This is an optimization exercise on Yosys and OpenROAD, whose aim is small area, a short achievable clock period and few clock cycles, not a production implementation. RTL that was checked went through simulation tests only; none was proved equivalent to the original. Power figures rest on the tool's default switching activity, not on a simulated workload.

==> inputs of build 15 <==
Design ram_sdp_init, start of the top module:
module ram_sdp_init #(
  parameter int          DATA_W = 8,
  parameter int          ADDR_W = 8,
  parameter int unsigned FILL   = 0
) (
  input  logic              clk,
  input  logic              rst_n,
  input  logic              init_req,
  output logic              ready,
  input  logic              we,
  input  logic [ADDR_W-1:0] w_addr,
  input  logic [DATA_W-1:0] w_data,
  input  logic              re,
  input  logic [ADDR_W-1:0] r_addr,
  output logic [DATA_W-1:0] r_data,
  output logic              r_valid
);
==> module ram_sdp_init, before the edit <==
module ram_sdp_init #(
  parameter int          DATA_W = 8,
  parameter int          ADDR_W = 8,
  parameter int unsigned FILL   = 0
) (
  input  logic              clk,
  input  logic              rst_n,
  input  logic              init_req,
  output logic              ready,
  input  logic              we,
  input  logic [ADDR_W-1:0] w_addr,
  input  logic [DATA_W-1:0] w_data,
  input  logic              re,
  input  logic [ADDR_W-1:0] r_addr,
  output logic [DATA_W-1:0] r_data,
  output logic              r_valid
);
  localparam int                c_depth = 2 ** ADDR_W;
  localparam logic [DATA_W-1:0] c_fill  = DATA_W'(FILL);
  logic                r_ready;
  logic                w_clr;
  logic [DATA_W-1:0]   w_wdata;
  logic [DATA_W-1:0]   r_mem [c_depth];
  assign w_clr   = !r_ready || init_req;
  assign w_wdata = w_clr ? c_fill : w_data;
  assign ready   = r_ready;
  always_ff @(posedge clk or negedge rst_n) begin
    if (!rst_n) begin
      r_ready <= 1'b0;
      r_valid <= 1'b0;
    end else begin
      r_ready <= 1'b1;
      r_valid <= r_ready && !init_req && re;
    end
  end
  for (genvar i = 0; i < c_depth; i++) begin : g_word
    always_ff @(posedge clk) begin
      if (w_clr || (we && (w_addr == ADDR_W'(i)))) begin
        r_mem[i] <= w_wdata;
      end
    end
  end
  localparam int c_half = c_depth / 2;
  logic                w_collide;
  logic                w_top;
  logic [DATA_W-1:0]   w_rd_lo;
  logic [DATA_W-1:0]   w_rd_hi;
  logic [DATA_W-1:0]   r_rd_lo;
  logic [DATA_W-1:0]   r_rd_hi;
  assign w_collide = we && (w_addr == r_addr);
  assign w_top     = r_addr[ADDR_W-1];
  assign w_rd_lo   = w_collide ? w_data : r_mem[{1'b0, r_addr[ADDR_W-2:0]}];
  assign w_rd_hi   = w_collide ? w_data : r_mem[{1'b1, r_addr[ADDR_W-2:0]}];
  always_ff @(posedge clk) begin
    r_rd_lo <= w_top ? '0 : w_rd_lo;
    r_rd_hi <= w_top ? w_rd_hi : '0;
  end
  assign r_data = r_rd_lo | r_rd_hi;
endmodule
Settings: LEC_CHECK=0, ABC_AREA=1, CAP_MARGIN=20, CORE_MARGIN=2, CORE_UTILIZATION=40, CTS_BUF_LIST=sky130_fd_sc_hd__clkbuf_16, CTS_CLUSTER_DIAMETER=60, CTS_CLUSTER_SIZE=50, PLACE_DENSITY=0.9, SETUP_SLACK_MARGIN=2.5, SLEW_MARGIN=20; clock period 5.0 ns.
run.sh (not shown) runs the stock make flow with config.mk's settings and CLKGATE_MAP_FILE= SYNTH_SCRIPT=/design/flow/synth_recipe.tcl, a recipe that flattens the netlist after the stock synthesis.
==> trial 45 (differences from build 15) <==
--- a/flow/design.v
+++ b/flow/design.v
@@ -23,5 +23,5 @@
   logic [DATA_W-1:0]   w_wdata;
   logic [DATA_W-1:0]   r_mem [c_depth];
-  assign w_clr   = !r_ready || init_req;
+  assign w_clr   = !r_ready;
   assign w_wdata = w_clr ? c_fill : w_data;
   assign ready   = r_ready;
@@ -31,11 +31,17 @@
       r_valid <= 1'b0;
     end else begin
-      r_ready <= 1'b1;
+      r_ready <= !(r_ready && init_req);
       r_valid <= r_ready && !init_req && re;
     end
   end
+  logic [15:0] w_we_hi;
+  logic [15:0] w_we_lo;
+  for (genvar j = 0; j < 16; j++) begin : g_we_dec
+    assign w_we_hi[j] = w_clr || (we && (w_addr[7:4] == 4'(j)));
+    assign w_we_lo[j] = w_clr || (w_addr[3:0] == 4'(j));
+  end
   for (genvar i = 0; i < c_depth; i++) begin : g_word
     always_ff @(posedge clk) begin
-      if (w_clr || (we && (w_addr == ADDR_W'(i)))) begin
+      if (w_we_hi[i / 16] && w_we_lo[i % 16]) begin
         r_mem[i] <= w_wdata;
       end
--- a/flow/config.mk
+++ b/flow/config.mk
@@ -9,9 +9,8 @@
 export CAP_MARGIN = 20
 export CORE_MARGIN = 2
-export CORE_UTILIZATION = 40
+export CORE_UTILIZATION = 55
 export CTS_BUF_LIST = sky130_fd_sc_hd__clkbuf_16
-export CTS_CLUSTER_DIAMETER = 60
-export CTS_CLUSTER_SIZE = 50
-export PLACE_DENSITY = 0.9
+export CTS_CLUSTER_DIAMETER = 90
+export CTS_CLUSTER_SIZE = 24
 export SETUP_SLACK_MARGIN = 2.5
 export SLEW_MARGIN = 20
==> build 7 (differences from build 15) <==
--- a/flow/design.v
+++ b/flow/design.v
@@ -35,7 +35,13 @@
     end
   end
+  logic [15:0] w_we_hi;
+  logic [15:0] w_we_lo;
+  for (genvar j = 0; j < 16; j++) begin : g_we_dec
+    assign w_we_hi[j] = w_clr || (we && (w_addr[7:4] == 4'(j)));
+    assign w_we_lo[j] = w_clr || (w_addr[3:0] == 4'(j));
+  end
   for (genvar i = 0; i < c_depth; i++) begin : g_word
     always_ff @(posedge clk) begin
-      if (w_clr || (we && (w_addr == ADDR_W'(i)))) begin
+      if (w_we_hi[i / 16] && w_we_lo[i % 16]) begin
         r_mem[i] <= w_wdata;
       end
--- a/flow/config.mk
+++ b/flow/config.mk
@@ -9,9 +9,8 @@
 export CAP_MARGIN = 20
 export CORE_MARGIN = 2
-export CORE_UTILIZATION = 40
+export CORE_UTILIZATION = 50
 export CTS_BUF_LIST = sky130_fd_sc_hd__clkbuf_16
-export CTS_CLUSTER_DIAMETER = 60
-export CTS_CLUSTER_SIZE = 50
-export PLACE_DENSITY = 0.9
+export CTS_CLUSTER_DIAMETER = 100
+export CTS_CLUSTER_SIZE = 28
 export SETUP_SLACK_MARGIN = 2.5
 export SLEW_MARGIN = 20
==> build 66 (differences from build 15) <==
--- a/flow/config.mk
+++ b/flow/config.mk
@@ -13,5 +13,4 @@
 export CTS_CLUSTER_DIAMETER = 60
 export CTS_CLUSTER_SIZE = 50
-export PLACE_DENSITY = 0.9
-export SETUP_SLACK_MARGIN = 2.5
+export SETUP_SLACK_MARGIN = 3.0
 export SLEW_MARGIN = 20
==> metrics.md <==
| Metric | Value |
|---|---|
| Mean Syn Cell Area | 11.66 um2 |
| Synth top area cells | edfxtp_1, nand2_1, nand3_1 |
| GRT Resource Usage Total | 0.2425 |
| Status | finished clean |
| CP delay by family, top | simple AND/OR/NAND/NOR gates |
| Hold Slack | 280.6 ps |
| Critical Path, Cell by Cell | buf_6 -> inv_2 -> nor2_4 -> nand2_1 -> buf_4 -> nor2_4 -> buf_2 -> nand2_1 -> nand2_1 -> nor2_1 -> nand2_1 -> nor2_1 -> nand2_1 -> nor2_1 -> nand2_1 -> nand2_1 -> a21oi_1 |
| Die Wd | 456.8 um |
| Vias | 60,089 |
| Largest net degree at the start of global routing | 177 |
-- figures above: build 15

==> metrics.md <==
| Metric | Value |
|---|---|
| Die Wd | 408.1 um |
| Status | finished clean |
| Critical Path, Cell by Cell | clkdlybuf4s50_1 -> nor2_4 -> buf_12 -> buf_4 -> inv_6 -> a31oi_2 -> buf_4 -> nor2_2 |
| F_max | 0.3855 GHz |
| CP delay by family, top | buffers and inverters |
| Met2 WL post-DR | 111,700 um |
| Leak | 39.88 nW |
| Clock-pin slew on the worst setup and hold paths | 100 ps |
| Hold Slack | 381.7 ps |
| GRT Resource Usage Total | 0.2862 |
| TritonCTS clock tree | done |
| Comb pwr share | 0.074 |
| Post-synthesis sequential area ratio | 0.7576 |
-- figures above: build 7

==> metrics.md <==
| Metric | Value |
|---|---|
| CP delay by family, top | flip-flops |
| Vias | 59,680 |
| GRT Resource Usage Total | 0.2722 |
| Cells after synthesis | 7,031 |
| Synth top area cells | edfxtp_1, nand2_1, nand3_1 |
| Largest net degree at the start of global routing | 96 |
| Mean Syn Cell Area | 11.66 um2 |
| Status | finished clean |
| Hold Slack | 320.5 ps |
| Die Wd | 456.8 um |
| Critical Path, Cell by Cell | or2_4 -> buf_6 |
-- figures above: build 66

==> metrics.md <==
| Metric | Value |
|---|---|
| Status | finished clean |
| Hold Slack | 396.1 ps |
| CP delay by family, top | flip-flops |
| Critical Path, Cell by Cell | or2_4 -> buf_6 |
| Mean Syn Cell Area | 11.70 um2 |
| Vias | 55,952 |
| Largest net degree at the start of global routing | 173 |
| GRT Resource Usage Total | 0.3764 |
| Synth top area cells | edfxtp_1, nand2_1, nor2_1 |
-- figures above: trial 45

Testbench counts of build 15, summed over its fixed seeds: cycles 32,784.
Testbench counts of build 7, summed over its fixed seeds: cycles 32,784.
Testbench counts of build 66, summed over its fixed seeds: cycles 32,784.
Function not checked in trial 45: the RTL went through the layout flow alone.

========
==> inputs of run a <==
==> flow/design.v <==
`default_nettype none
module ram_sdp_init #(
  parameter int          DATA_W = 8,
  parameter int          ADDR_W = 8,
  parameter int unsigned FILL   = 0
) (
  input  logic              clk,
  input  logic              rst_n,
  input  logic              init_req,
  output logic              ready,
  input  logic              we,
  input  logic [ADDR_W-1:0] w_addr,
  input  logic [DATA_W-1:0] w_data,
  input  logic              re,
  input  logic [ADDR_W-1:0] r_addr,
  output logic [DATA_W-1:0] r_data,
  output logic              r_valid
);
  localparam int                c_depth = 2 ** ADDR_W;
  localparam logic [DATA_W-1:0] c_fill  = DATA_W'(FILL);
  logic                r_ready;
  logic                w_clr;
  logic [DATA_W-1:0]   w_wdata;
  logic [DATA_W-1:0]   r_mem [c_depth];
  assign w_clr   = !r_ready || init_req;
  assign w_wdata = w_clr ? c_fill : w_data;
  assign ready   = r_ready;
  always_ff @(posedge clk or negedge rst_n) begin
    if (!rst_n) begin
      r_ready <= 1'b0;
      r_valid <= 1'b0;
    end else begin
      r_ready <= 1'b1;
      r_valid <= r_ready && !init_req && re;
    end
  end
  logic [15:0] w_we_hi;
  logic [15:0] w_we_lo;
  for (genvar j = 0; j < 16; j++) begin : g_we_dec
    assign w_we_hi[j] = w_clr || (we && (w_addr[7:4] == 4'(j)));
    assign w_we_lo[j] = w_clr || (w_addr[3:0] == 4'(j));
  end
  for (genvar i = 0; i < c_depth; i++) begin : g_word
    always_ff @(posedge clk) begin
      if (w_we_hi[i / 16] && w_we_lo[i % 16]) begin
        r_mem[i] <= w_wdata;
      end
    end
  end
  localparam int c_half = c_depth / 2;
  logic                w_collide;
  logic                w_top;
  logic [DATA_W-1:0]   w_rd_lo;
  logic [DATA_W-1:0]   w_rd_hi;
  logic [DATA_W-1:0]   r_rd_lo;
  logic [DATA_W-1:0]   r_rd_hi;
  assign w_collide = we && (w_addr == r_addr);
  assign w_top     = r_addr[ADDR_W-1];
  assign w_rd_lo   = w_collide ? w_data : r_mem[{1'b0, r_addr[ADDR_W-2:0]}];
  assign w_rd_hi   = w_collide ? w_data : r_mem[{1'b1, r_addr[ADDR_W-2:0]}];
  always_ff @(posedge clk) begin
    r_rd_lo <= w_top ? '0 : w_rd_lo;
    r_rd_hi <= w_top ? w_rd_hi : '0;
  end
  assign r_data = r_rd_lo | r_rd_hi;
endmodule
`default_nettype wire
==> flow/run.sh <==
#!/bin/bash
# synth_recipe.tcl (not shown) runs the flow's synth.tcl, then flattens the netlist and writes it again
# the make line also repeats each setting of config.mk as NAME=value (left out here)
make -C /OpenROAD-flow-scripts/flow DESIGN_CONFIG=/design/flow/config.mk WORK_HOME=/design/flow/orfs CLKGATE_MAP_FILE= SYNTH_SCRIPT=/design/flow/synth_recipe.tcl finish
==> flow/config.mk <==
export PLATFORM = sky130hd
export DESIGN_NAME = ram_sdp_init
export DESIGN_NICKNAME = ram_sdp_init
export VERILOG_FILES = /design/flow/design.v
export SDC_FILE = /design/flow/constraint.sdc
export NUM_CORES = 4
export LEC_CHECK = 0
export ABC_AREA = 1
export CAP_MARGIN = 20
export CORE_MARGIN = 2
export CORE_UTILIZATION = 55
export CTS_BUF_LIST = sky130_fd_sc_hd__clkbuf_16
export CTS_CLUSTER_DIAMETER = 100
export CTS_CLUSTER_SIZE = 28
export PLACE_DENSITY = 0.7
export SETUP_SLACK_MARGIN = 2.5
export SLEW_MARGIN = 20
==> flow/constraint.sdc <==
create_clock -name core_clock -period 5.0 [get_ports {clk}]
set_input_delay 1.0000 -clock core_clock [delete_from_list [all_inputs] [get_ports {clk}]]
set_output_delay 1.0000 -clock core_clock [all_outputs]
set_load 0.01 [all_outputs]
==> inputs of run b, as changes to run a <==
--- a/flow/design.v
+++ b/flow/design.v
@@ -36,11 +36,5 @@
   end
-  logic [15:0] w_we_hi;
-  logic [15:0] w_we_lo;
-  for (genvar j = 0; j < 16; j++) begin : g_we_dec
-    assign w_we_hi[j] = w_clr || (we && (w_addr[7:4] == 4'(j)));
-    assign w_we_lo[j] = w_clr || (w_addr[3:0] == 4'(j));
-  end
   for (genvar i = 0; i < c_depth; i++) begin : g_word
     always_ff @(posedge clk) begin
-      if (w_we_hi[i / 16] && w_we_lo[i % 16]) begin
+      if (w_clr || (we && (w_addr == ADDR_W'(i)))) begin
         r_mem[i] <= w_wdata;
--- a/flow/config.mk
+++ b/flow/config.mk
@@ -10,7 +10,3 @@
 export CORE_MARGIN = 2
-export CORE_UTILIZATION = 55
-export CTS_BUF_LIST = sky130_fd_sc_hd__clkbuf_16
-export CTS_CLUSTER_DIAMETER = 100
-export CTS_CLUSTER_SIZE = 28
-export PLACE_DENSITY = 0.7
+export CORE_UTILIZATION = 40
 export SETUP_SLACK_MARGIN = 2.5
==> inputs of run c, as changes to run a <==
--- a/flow/design.v
+++ b/flow/design.v
@@ -36,11 +36,5 @@
   end
-  logic [15:0] w_we_hi;
-  logic [15:0] w_we_lo;
-  for (genvar j = 0; j < 16; j++) begin : g_we_dec
-    assign w_we_hi[j] = w_clr || (we && (w_addr[7:4] == 4'(j)));
-    assign w_we_lo[j] = w_clr || (w_addr[3:0] == 4'(j));
-  end
   for (genvar i = 0; i < c_depth; i++) begin : g_word
     always_ff @(posedge clk) begin
-      if (w_we_hi[i / 16] && w_we_lo[i % 16]) begin
+      if (w_clr || (we && (w_addr == ADDR_W'(i)))) begin
         r_mem[i] <= w_wdata;
--- a/flow/config.mk
+++ b/flow/config.mk
@@ -12,6 +12,5 @@
 export CTS_BUF_LIST = sky130_fd_sc_hd__clkbuf_16
-export CTS_CLUSTER_DIAMETER = 100
-export CTS_CLUSTER_SIZE = 28
-export PLACE_DENSITY = 0.7
-export SETUP_SLACK_MARGIN = 2.5
+export CTS_CLUSTER_DIAMETER = 90
+export CTS_CLUSTER_SIZE = 24
+export SETUP_SLACK_MARGIN = 2.7
 export SLEW_MARGIN = 20
==> run notes <==
Via count: run b > run c > run a. Synthesized area is the same in run c and run b. Of run b and run a, run b has the higher clock power (gap 86%, measured against run a). Of run b and run a, run b has the higher design area (gap 3.2%, measured against run a). Die area: run c is larger than run a (0.43%). Non-clock buffer count, highest first: run c, run b, run a. Sequential cell count is the same in run c and run a. Count of clock-buffer cells in the layout: run b is higher than run c (163). Sequential power is about the same in run b and run c.
==> figures <==
quantity                                                                               run c        run b                     run a
Result of the run                                                   timing/DRC/antenna clean  timing/DRC/antenna clean  timing/DRC/antenna clean
Cell total after placement                                                              9228         9990                      8875
F_max                                                                              0.388 GHz    0.380 GHz                 0.381 GHz
Post-route minimum period                                                            2.58 ns      2.63 ns                   2.62 ns
Power in combinational cells                                                         1980 uW      1820 uW                   2370 uW
FF-to-FF path depth                                                                        5            6                         8
Area fraction of the dominant cell type after synthesis                                0.750        0.750                     0.753
Worst Path Required                                                                  5.64 ns      4.00 ns                   5.63 ns
CP dominant cell by count                                           sky130_fd_sc_hd__nand2_1            -  sky130_fd_sc_hd__nand2_1
Combinational share of power                                                           0.064        0.049                     0.076
Crit path buf inv count                                                                    4            1                         7
Metal-1 WL                                                                         108000 um    108000 um                  91100 um
Source-to-sink clock delay at the later pin of the worst-skew pair                   0.76 ns      0.89 ns                   0.75 ns
Critical path endpoint category                                                         flop  output port                      flop
Final-layout fill cell count                                                           11100        17800                     10400
Antenna cell count                                                                         7           22                         7
GR Util met2                                                                           0.513        0.388                     0.473
Count of plain and timing-repair buffers                                                 765          657                       421
Via count of the first global-routing pass                                             51600        53300                     51200
Testbench counts of run a, summed over its fixed seeds: cycles 32,784.
Testbench counts of run b, summed over its fixed seeds: cycles 32,784.
Testbench counts of run c, summed over its fixed seeds: cycles 32,784.

static timing again, ports no longer ideal:
The flow's constraints put no driver on any port. The routed layouts listed below were extracted and timed again, unchanged, in two steps. Step 1: set_driving_cell puts a clkbuf_16 on clk and a buf_2 on each other input, an assumption about the parent block. Step 2 times the ports against the registers' clock, not the clock port: input delays grow and output delays shrink by t, the midpoint of the rising clock arrivals with the driver on. a / b / c = no drivers / after step 1 / after step 2; a / b = the first two.
| run | t, ns | setup slack, ns | worst register clock-pin slew, ns |
|---|---|---|---|
| build 15 | 0.898 | 2.385 / 2.328 / 1.429 | 0.12 / 0.12 |
| trial 45 | 0.835 | 2.450 / 2.363 / 1.666 | 0.11 / 0.11 |
| build 7 | 0.832 | 2.406 / 2.342 / 1.510 | 0.12 / 0.12 |
| build 66 | 0.928 | 2.382 / 2.287 / 1.623 | 0.10 / 0.10 |
| run a | 0.809 | 2.376 / 2.354 / 1.545 | 0.11 / 0.11 |
| run b | 0.953 | 2.367 / 2.285 / 1.413 | 0.07 / 0.07 |
| run c | 0.826 | 2.422 / 2.376 / 1.608 | 0.11 / 0.11 |
After both steps setup and hold are still met in every run listed. For build 15, which loses most, drivers alone change the setup slack by -0.057 ns; drivers and shift together by -0.956 ns.
